From an optimization exercise on the open Yosys and OpenROAD flow, aimed at a short achievable clock period and few clock cycles; shortcuts taken in it are not production practice.
Where RTL was checked, it was by simulation tests only, not by an equivalence proof against the original.
Power figures rest on the tool's default switching activity, not on a simulated workload.

job 101:
==> flow/design.v (excerpt) <==
module mips_cpu
#(
    parameter cpu_pkg::word_t reset_pc = '0
)
(
    input  wire logic  clk,
    input  wire logic  rst,
    input  cpu_pkg::word_t      instruction,   
    input  cpu_pkg::word_t      read_data,     
    output cpu_pkg::word_t      pc,
    output cpu_pkg::word_t      address,
    output cpu_pkg::word_t      write_data,
    output logic       mem_read,
    output logic       mem_write
);
clock: 10.0 ns
lec_check: 0
abc_clock_period_in_ps: 2500
cap_margin: 20
core_margin: 2
core_utilization: 40
setup_slack_margin: 5
slew_margin: 20
standard.sh (not shown) runs the stock make flow with config.mk's settings and CLKGATE_MAP_FILE= SYNTH_SCRIPT=/design/flow/synth_recipe.tcl, a recipe that flattens the netlist after the stock synthesis.
==> flow/flow/run.sh <==
#!/bin/bash
set -o pipefail
MARGIN=${MARGIN:-7}
bash standard.sh SETUP_SLACK_MARGIN=$MARGIN finish > flow_standard.log 2>&1
Testbench counts of job 101, summed over its fixed seeds: cycles 44,478.
The inputs of job 102 differ from those of job 101 as listed below.
diff --git a/flow/design.v b/flow/design.v
--- a/flow/design.v
+++ b/flow/design.v
@@ -100,36 +100,39 @@
     assign f_pred = f_j | (f_beq & (f_rs == f_rt)) | (f_bne & (f_rs != f_rt));
     assign f_use_rs = (f_op == cpu_pkg::OP_RTYPE) | (f_op == cpu_pkg::OP_ADDIU)
                     | (f_op == cpu_pkg::OP_LW) | (f_op == cpu_pkg::OP_SW)
                     | f_beq | f_bne;
     assign f_use_rt = (f_op == cpu_pkg::OP_RTYPE) | f_beq | f_bne;
     assign f_boff = pc[9:2] + instruction[7:0] + 8'd1;
     assign f_tgt  = f_j ? {pc[31:28], instruction[25:0], 2'b00}
                         : {pc[31:10], f_boff, 2'b00};
     assign pc_plus4 = pc + 32'd4;
     assign f_hazard = valid_d & (ir_d[31:26] == cpu_pkg::OP_LW) & (ir_d[20:16] != 5'd0)
                     & ((f_use_rs & (f_rs == ir_d[20:16])) | (f_use_rt & (f_rt == ir_d[20:16])));
-    logic [31:0] pc_alt;         
-    logic        f_take;
-    assign pc_alt = mispredict ? redir_pc : (stall ? pc_q : pc_plus4);
-    assign f_take = f_pred & ~mispredict & ~stall;
     always_ff @(posedge clk)
     begin
         if (rst)
         begin
             pc_q  <= reset_pc;
             stall <= 1'b0;
         end
         else
         begin
-            pc_q <= f_take ? f_tgt : pc_alt;
+            if (mispredict)
+                pc_q <= redir_pc;
+            else if (stall)
+                pc_q <= pc_q;
+            else if (f_pred)
+                pc_q <= f_tgt;
+            else
+                pc_q <= pc_plus4;
             stall <= ~mispredict & ~stall & f_hazard;
         end
     end
     always_ff @(posedge clk)
     begin
         if (rst | mispredict)
             valid_d <= 1'b0;
         else if (~stall)
             valid_d <= 1'b1;
         if (~stall)
         begin
@@ -176,42 +179,50 @@
             rs_val = val_w;
         else
             rs_val = rf_rs;
         if ((rd_m != 5'd0) && (rd_m == d_rt))
             rt_val = lw_m ? read_data : res_m;
         else if ((rd_w != 5'd0) && (rd_w == d_rt))
             rt_val = val_w;
         else
             rt_val = rf_rt;
     end
     assign d_go = valid_d & ~stall & ~mispredict;
-    logic        e_live;         
-    assign e_live = valid_e & (rd_e != 5'd0);
     always_ff @(posedge clk)
     begin
         if (rst | ~d_go)
+        begin
             valid_e <= 1'b0;
-        else
+            rd_e    <= 5'd0;
+            lw_e    <= 1'b0;
+            sw_e    <= 1'b0;
+            beq_e   <= 1'b0;
+            bne_e   <= 1'b0;
+            j_e     <= 1'b0;
+        end
+        else
+        begin
             valid_e <= 1'b1;
-        rd_e  <= d_dest;
-        lw_e  <= d_lw;
-        sw_e  <= d_sw;
-        beq_e <= d_beq;
-        bne_e <= d_bne;
-        j_e   <= d_j;
+            rd_e    <= d_dest;
+            lw_e    <= d_lw;
+            sw_e    <= d_sw;
+            beq_e   <= d_beq;
+            bne_e   <= d_bne;
+            j_e     <= d_j;
+        end
         or_e  <= d_rtype & (d_funct == cpu_pkg::FUNCT_OR);
         slt_e <= d_rtype & (d_funct == cpu_pkg::FUNCT_SLT);
-        fa_e  <= e_live & (rd_e == d_rs);
-        fb_e  <= e_live & (rd_e == d_rt) & ~d_use_imm;
-        fc_e  <= e_live & (rd_e == d_rt) & ~lw_e;
-        fl_e  <= e_live & (rd_e == d_rt) & lw_e;
+        fa_e  <= (rd_e != 5'd0) & (rd_e == d_rs);
+        fb_e  <= (rd_e != 5'd0) & (rd_e == d_rt) & ~d_use_imm;
+        fc_e  <= (rd_e != 5'd0) & (rd_e == d_rt) & ~lw_e;
+        fl_e  <= (rd_e != 5'd0) & (rd_e == d_rt) & lw_e;
         a_e   <= rs_val;
         b_e   <= d_use_imm ? d_imm : rt_val;
         c_e   <= rt_val;
         tgt_e <= d_tgt;
         seq_e <= pc4_d;
     end
     logic [31:0] op_a, op_b, op_c;
     logic [31:0] alu;
     logic        eq, taken, hit_t, hit_s;
     assign op_a = fa_e ? res_m : a_e;
     assign op_b = fb_e ? res_m : b_e;
@@ -242,25 +253,25 @@
     assign redir_pc   = taken ? tgt_e : seq_e;
     always_ff @(posedge clk)
     begin
         if (rst)
         begin
             rd_m <= 5'd0;
             lw_m <= 1'b0;
             sw_m <= 1'b0;
         end
         else
         begin
-            rd_m <= valid_e ? rd_e : 5'd0;
-            lw_m <= valid_e & lw_e;
-            sw_m <= valid_e & sw_e;
+            rd_m <= rd_e;
+            lw_m <= lw_e;
+            sw_m <= sw_e;
         end
         res_m <= alu;
         sd_m  <= fl_e ? read_data : op_c;
     end
     assign address    = res_m;
     assign write_data = sd_m;
     assign mem_read   = lw_m;
     assign mem_write  = sw_m;
     always_ff @(posedge clk)
     begin
         if (rst)
Results
Job 102 has less setup slack than job 101. Area growth from synthesis to layout, job 101 and job 102, higher one = job 101. Combined area of the multi-input logic cells went down slightly going from job 101 to job 102. Between job 102 and job 101, the worst hold slack figures differ only marginally. On final instance count without filler cells, job 101 and job 102 are neck and neck. On initial core utilization, job 101 and job 102 are neck and neck.
Testbench counts of job 102, summed over its fixed seeds: cycles 44,478.

---

The RTL this note starts from:
==> flow/design.v <==
`default_nettype none
package cpu_pkg;
    typedef logic [31:0] word_t;       
    typedef logic [4:0]  reg_addr_t;   
    typedef logic [5:0]  opcode_t;     
    localparam opcode_t OP_RTYPE = 6'b000_000;
    localparam opcode_t OP_J     = 6'b000_010;
    localparam opcode_t OP_BEQ   = 6'b000_100;
    localparam opcode_t OP_BNE   = 6'b000_101;
    localparam opcode_t OP_ADDIU = 6'b001_001;
    localparam opcode_t OP_LW    = 6'b100_011;
    localparam opcode_t OP_SW    = 6'b101_011;
    localparam logic [5:0] FUNCT_ADDU = 6'b100_001;
    localparam logic [5:0] FUNCT_OR   = 6'b100_101;
    localparam logic [5:0] FUNCT_SLT  = 6'b101_010;
    typedef struct packed {
        opcode_t   op;
        reg_addr_t rs;
        reg_addr_t rt;
        logic [15:0] imm16;   
    } instr_t;
    typedef enum logic [1:0] {alu_add, alu_sub, alu_or, alu_slt} alu_op_e;
    typedef enum logic {src_a_pc, src_a_reg} src_a_e;
    typedef enum logic [1:0] {
        src_b_reg, src_b_four, src_b_imm, src_b_imm_shift
    } src_b_e;
    typedef enum logic [1:0] {pc_src_alu, pc_src_alu_out, pc_src_jump} pc_src_e;
    typedef struct packed {
        logic    pc_write;       
        logic    pc_write_beq;   
        logic    pc_write_bne;   
        logic    mem_read;
        logic    mem_write;
        logic    reg_write;
        logic    mem_to_reg;     
        logic    reg_dst_rd;     
        pc_src_e pc_src;
        alu_op_e alu_op;
        src_a_e  src_a;
        src_b_e  src_b;
    } ctrl_t;
endpackage
`default_nettype wire
`default_nettype none
module mips_cpu
#(
    parameter cpu_pkg::word_t reset_pc = '0
)
(
    input  wire logic  clk,
    input  wire logic  rst,
    input  cpu_pkg::word_t      instruction,   
    input  cpu_pkg::word_t      read_data,     
    output cpu_pkg::word_t      pc,
    output cpu_pkg::word_t      address,
    output cpu_pkg::word_t      write_data,
    output logic       mem_read,
    output logic       mem_write
);
    logic [31:0] pc_q;         
    logic        valid_d;
    logic        stall;        
    logic [31:0] ir_d;
    logic [31:0] pc_d;
    logic [31:0] pc4_d;
    logic        valid_e;
    logic [4:0]  rd_e;
    logic        lw_e, sw_e, beq_e, bne_e, j_e, or_e, slt_e;
    logic        fa_e, fb_e, fc_e;
    logic        fl_e;           
    logic [31:0] a_e, b_e, c_e;
    logic [31:0] tgt_e;
    logic [31:0] seq_e;
    logic [4:0]  rd_m;
    logic        lw_m;
    logic        sw_m;
    logic [31:0] res_m;
    logic [31:0] sd_m;
    logic [4:0]  rd_w;
    logic [31:0] val_w;
    logic [31:0] regs [32];
    logic [31:0] rvalid;
    logic        mispredict;
    assign pc = pc_q;
    logic [5:0]  f_op;
    logic [4:0]  f_rs, f_rt;
    logic        f_j, f_beq, f_bne, f_pred;
    logic        f_use_rs, f_use_rt;
    logic [7:0]  f_boff;
    logic [31:0] f_tgt;
    logic [31:0] pc_plus4;
    logic        f_hazard;
    logic [31:0] redir_pc;
    assign f_op  = instruction[31:26];
    assign f_rs  = instruction[25:21];
    assign f_rt  = instruction[20:16];
    assign f_j   = (f_op == cpu_pkg::OP_J);
    assign f_beq = (f_op == cpu_pkg::OP_BEQ);
    assign f_bne = (f_op == cpu_pkg::OP_BNE);
    assign f_pred = f_j | (f_beq & (f_rs == f_rt)) | (f_bne & (f_rs != f_rt));
    assign f_use_rs = (f_op == cpu_pkg::OP_RTYPE) | (f_op == cpu_pkg::OP_ADDIU)
                    | (f_op == cpu_pkg::OP_LW) | (f_op == cpu_pkg::OP_SW)
                    | f_beq | f_bne;
    assign f_use_rt = (f_op == cpu_pkg::OP_RTYPE) | f_beq | f_bne;
    assign f_boff = pc[9:2] + instruction[7:0] + 8'd1;
    assign f_tgt  = f_j ? {pc[31:28], instruction[25:0], 2'b00}
                        : {pc[31:10], f_boff, 2'b00};
    assign pc_plus4 = pc + 32'd4;
    assign f_hazard = valid_d & (ir_d[31:26] == cpu_pkg::OP_LW) & (ir_d[20:16] != 5'd0)
                    & ((f_use_rs & (f_rs == ir_d[20:16])) | (f_use_rt & (f_rt == ir_d[20:16])));
    always_ff @(posedge clk)
    begin
        if (rst)
        begin
            pc_q  <= reset_pc;
            stall <= 1'b0;
        end
        else
        begin
            if (mispredict)
                pc_q <= redir_pc;
            else if (stall)
                pc_q <= pc_q;
            else if (f_pred)
                pc_q <= f_tgt;
            else
                pc_q <= pc_plus4;
            stall <= ~mispredict & ~stall & f_hazard;
        end
    end
    always_ff @(posedge clk)
    begin
        if (rst | mispredict)
            valid_d <= 1'b0;
        else if (~stall)
            valid_d <= 1'b1;
        if (~stall)
        begin
            ir_d   <= instruction;
            pc_d   <= pc;
            pc4_d  <= pc_plus4;
        end
    end
    logic [5:0]  d_op;
    logic [4:0]  d_rs, d_rt, d_rd;
    logic [5:0]  d_funct;
    logic [31:0] d_imm;
    logic        d_rtype, d_addiu, d_lw, d_sw, d_beq, d_bne, d_j;
    logic [4:0]  d_dest;
    logic        d_use_imm;
    logic [31:0] d_tgt;
    logic [31:0] rs_val, rt_val;
    logic        d_go;
    assign d_op    = ir_d[31:26];
    assign d_rs    = ir_d[25:21];
    assign d_rt    = ir_d[20:16];
    assign d_rd    = ir_d[15:11];
    assign d_funct = ir_d[5:0];
    assign d_imm   = {{16{ir_d[15]}}, ir_d[15:0]};
    assign d_rtype = (d_op == cpu_pkg::OP_RTYPE);
    assign d_addiu = (d_op == cpu_pkg::OP_ADDIU);
    assign d_lw    = (d_op == cpu_pkg::OP_LW);
    assign d_sw    = (d_op == cpu_pkg::OP_SW);
    assign d_beq   = (d_op == cpu_pkg::OP_BEQ);
    assign d_bne   = (d_op == cpu_pkg::OP_BNE);
    assign d_j     = (d_op == cpu_pkg::OP_J);
    assign d_dest    = d_rtype ? d_rd : ((d_addiu | d_lw) ? d_rt : 5'd0);
    assign d_use_imm = d_addiu | d_lw | d_sw;
    assign d_tgt = d_j ? {pc4_d[31:28], ir_d[25:0], 2'b00}
                       : (pc4_d + {d_imm[29:0], 2'b00});
    logic [31:0] rf_rs, rf_rt;
    assign rf_rs = rvalid[d_rs] ? regs[d_rs] : 32'd0;
    assign rf_rt = rvalid[d_rt] ? regs[d_rt] : 32'd0;
    always_comb
    begin
        if ((rd_m != 5'd0) && (rd_m == d_rs))
            rs_val = lw_m ? read_data : res_m;
        else if ((rd_w != 5'd0) && (rd_w == d_rs))
            rs_val = val_w;
        else
            rs_val = rf_rs;
        if ((rd_m != 5'd0) && (rd_m == d_rt))
            rt_val = lw_m ? read_data : res_m;
        else if ((rd_w != 5'd0) && (rd_w == d_rt))
            rt_val = val_w;
        else
            rt_val = rf_rt;
    end
    assign d_go = valid_d & ~stall & ~mispredict;
    always_ff @(posedge clk)
    begin
        if (rst | ~d_go)
        begin
            valid_e <= 1'b0;
            rd_e    <= 5'd0;
            lw_e    <= 1'b0;
            sw_e    <= 1'b0;
            beq_e   <= 1'b0;
            bne_e   <= 1'b0;
            j_e     <= 1'b0;
        end
        else
        begin
            valid_e <= 1'b1;
            rd_e    <= d_dest;
            lw_e    <= d_lw;
            sw_e    <= d_sw;
            beq_e   <= d_beq;
            bne_e   <= d_bne;
            j_e     <= d_j;
        end
        or_e  <= d_rtype & (d_funct == cpu_pkg::FUNCT_OR);
        slt_e <= d_rtype & (d_funct == cpu_pkg::FUNCT_SLT);
        fa_e  <= (rd_e != 5'd0) & (rd_e == d_rs);
        fb_e  <= (rd_e != 5'd0) & (rd_e == d_rt) & ~d_use_imm;
        fc_e  <= (rd_e != 5'd0) & (rd_e == d_rt) & ~lw_e;
        fl_e  <= (rd_e != 5'd0) & (rd_e == d_rt) & lw_e;
        a_e   <= rs_val;
        b_e   <= d_use_imm ? d_imm : rt_val;
        c_e   <= rt_val;
        tgt_e <= d_tgt;
        seq_e <= pc4_d;
    end
    logic [31:0] op_a, op_b, op_c;
    logic [31:0] alu;
    logic        eq, taken, hit_t, hit_s;
    assign op_a = fa_e ? res_m : a_e;
    assign op_b = fb_e ? res_m : b_e;
    assign op_c = fc_e ? res_m : c_e;
    logic [31:0] sum00, sum10, sum01, sum11, sum;
    logic        lt00, lt10, lt01, lt;
    assign sum00 = a_e + b_e;
    assign sum10 = res_m + b_e;
    assign sum01 = a_e + res_m;
    assign sum11 = {res_m[30:0], 1'b0};
    assign lt00  = $signed(a_e) < $signed(b_e);
    assign lt10  = $signed(res_m) < $signed(b_e);
    assign lt01  = $signed(a_e) < $signed(res_m);
    assign sum = fa_e ? (fb_e ? sum11 : sum10) : (fb_e ? sum01 : sum00);
    assign lt  = fa_e ? (~fb_e & lt10) : (fb_e ? lt01 : lt00);
    always_comb
    begin
        if (or_e)
            alu = op_a | op_b;
        else if (slt_e)
            alu = {31'd0, lt};
        else
            alu = sum;
    end
    logic        q00, q10, q01;
    logic        t_eq, t_ne, mis_eq, mis_ne;
    assign q00 = (a_e == c_e);
    assign q10 = (res_m == c_e);
    assign q01 = (a_e == res_m);
    assign eq  = fa_e ? (fc_e | q10) : (fc_e ? q01 : q00);
    assign hit_t = valid_d & (tgt_e == pc_d);
    assign hit_s = valid_d & (seq_e == pc_d);
    assign t_eq   = j_e | beq_e;
    assign t_ne   = j_e | bne_e;
    assign mis_eq = valid_e & (t_eq ? ~hit_t : ~hit_s);
    assign mis_ne = valid_e & (t_ne ? ~hit_t : ~hit_s);
    assign taken      = eq ? t_eq : t_ne;
    assign mispredict = eq ? mis_eq : mis_ne;
    assign redir_pc   = taken ? tgt_e : seq_e;
    always_ff @(posedge clk)
    begin
        if (rst)
        begin
            rd_m <= 5'd0;
            lw_m <= 1'b0;
            sw_m <= 1'b0;
        end
        else
        begin
            rd_m <= rd_e;
            lw_m <= lw_e;
            sw_m <= sw_e;
        end
        res_m <= alu;
        sd_m  <= fl_e ? read_data : op_c;
    end
    assign address    = res_m;
    assign write_data = sd_m;
    assign mem_read   = lw_m;
    assign mem_write  = sw_m;
    always_ff @(posedge clk)
    begin
        if (rst)
            rd_w <= 5'd0;
        else
            rd_w <= rd_m;
        val_w <= lw_m ? read_data : res_m;
    end
    always_ff @(posedge clk)
    begin
        if (rd_w != 5'd0)
            regs[rd_w] <= val_w;
    end
    always_ff @(posedge clk)
    begin
        if (rst)
            rvalid <= '0;
        else if (rd_w != 5'd0)
            rvalid[rd_w] <= 1'b1;
    end
endmodule
`default_nettype wire
==> flow/config.mk <==
export PLATFORM = sky130hd
export DESIGN_NAME = mips_cpu
export DESIGN_NICKNAME = mips_cpu
export VERILOG_FILES = /design/flow/design.v
export SDC_FILE = /design/flow/constraint.sdc
export NUM_CORES = 4
export LEC_CHECK = 0
export ABC_CLOCK_PERIOD_IN_PS = 2500
export CAP_MARGIN = 20
export CORE_MARGIN = 2
export CORE_UTILIZATION = 40
export SETUP_SLACK_MARGIN = 5
export SLEW_MARGIN = 20
==> flow/constraint.sdc <==
create_clock -name core_clock -period 10.0 [get_ports {clk}]
set_input_delay 2.0000 -clock core_clock [delete_from_list [all_inputs] [get_ports {clk}]]
set_output_delay 2.0000 -clock core_clock [all_outputs]
set_load 0.01 [all_outputs]
Scripts as last shown in full above: flow/flow/run.sh
Change:
--- a/flow/design.v
+++ b/flow/design.v
@@ -107,8 +107,12 @@
                         : {pc[31:10], f_boff, 2'b00};
     assign pc_plus4 = pc + 32'd4;
     assign f_hazard = valid_d & (ir_d[31:26] == cpu_pkg::OP_LW) & (ir_d[20:16] != 5'd0)
                     & ((f_use_rs & (f_rs == ir_d[20:16])) | (f_use_rt & (f_rt == ir_d[20:16])));
+    logic [31:0] pc_alt;         
+    logic        f_take;
+    assign pc_alt = mispredict ? redir_pc : (stall ? pc_q : pc_plus4);
+    assign f_take = f_pred & ~mispredict & ~stall;
     always_ff @(posedge clk)
     begin
         if (rst)
         begin
@@ -116,16 +120,9 @@
             stall <= 1'b0;
         end
         else
         begin
-            if (mispredict)
-                pc_q <= redir_pc;
-            else if (stall)
-                pc_q <= pc_q;
-            else if (f_pred)
-                pc_q <= f_tgt;
-            else
-                pc_q <= pc_plus4;
+            pc_q <= f_take ? f_tgt : pc_alt;
             stall <= ~mispredict & ~stall & f_hazard;
         end
     end
     always_ff @(posedge clk)
@@ -226,27 +223,16 @@
     logic        eq, taken, hit_t, hit_s;
     assign op_a = fa_e ? res_m : a_e;
     assign op_b = fb_e ? res_m : b_e;
     assign op_c = fc_e ? res_m : c_e;
-    logic [31:0] sum00, sum10, sum01, sum11, sum;
-    logic        lt00, lt10, lt01, lt;
-    assign sum00 = a_e + b_e;
-    assign sum10 = res_m + b_e;
-    assign sum01 = a_e + res_m;
-    assign sum11 = {res_m[30:0], 1'b0};
-    assign lt00  = $signed(a_e) < $signed(b_e);
-    assign lt10  = $signed(res_m) < $signed(b_e);
-    assign lt01  = $signed(a_e) < $signed(res_m);
-    assign sum = fa_e ? (fb_e ? sum11 : sum10) : (fb_e ? sum01 : sum00);
-    assign lt  = fa_e ? (~fb_e & lt10) : (fb_e ? lt01 : lt00);
     always_comb
     begin
         if (or_e)
             alu = op_a | op_b;
         else if (slt_e)
-            alu = {31'd0, lt};
+            alu = ($signed(op_a) < $signed(op_b)) ? 32'd1 : 32'd0;
         else
-            alu = sum;
+            alu = op_a + op_b;
     end
     logic        q00, q10, q01;
     logic        t_eq, t_ne, mis_eq, mis_ne;
     assign q00 = (a_e == c_e);
What happened:
- The changed run went through all stages and came out clean
- total power shrinks by a few percent
- clock-buffer cell count shrinks by 9
- non-clock buffer count shrinks by 17
- worst setup slack improves by 0.037 ns
- final area shrinks by a few percent
- critical path depth shrinks by 1
- via count shrinks by a little under a tenth
- sequential share of layout area grows by 1.5 points
- first-iteration DRC count shrinks by a little under a tenth
- sequential cell count does not change
- register-to-register slack degrades by 0.05 ns
- global-route usage shrinks by 1.1 points
- combinational power shrinks by a little under a tenth
- worst hold slack degrades by 0.0085 ns
Testbench counts after the change, summed over its fixed seeds: cycles 44,478.
The RTL of the first run of this note was laid out without a check of its function.

==> port drivers added, routing unchanged <==
The flow's constraints put no driver on any port. The routed layouts listed below were extracted and timed again, unchanged, in two steps. Step 1, drivers: a clkbuf_16 drives clk and a buf_2 each remaining input, both assumed. Step 2 adds t to the input delays and takes it off the output delays; t is the mean of the earliest and latest rising clock arrival at the registers after step 1. Input paths then give back, and output paths get back, about the clock's delay inside the block. Slacks: no drivers / after step 1 / after step 2; pairs: no drivers / after step 1.
run	shift t [ns]	setup slack, ns	hold slack, ns	slew at the worst register clock pin (ns)	worst data-port slew with drivers (ns)
job 101	0.867	6.494 / 6.497 / 5.686	0.378 / 0.378 / 0.378	0.07 / 0.07	0.09
job 102	0.899	6.453 / 6.463 / 5.590	0.378 / 0.378 / 0.378	0.07 / 0.07	0.16
the first run of note 2	0.889	6.515 / 6.483 / 5.671	0.386 / 0.386 / 0.386	0.07 / 0.07	0.19
the second run of note 2	0.891	6.551 / 6.488 / 5.782	0.377 / 0.377 / 0.377	0.07 / 0.07	0.16
After both steps setup and hold are still met in every run listed. The setup slack of job 102, which loses most, moves by +0.010 ns with the drivers and by -0.863 ns with both steps.
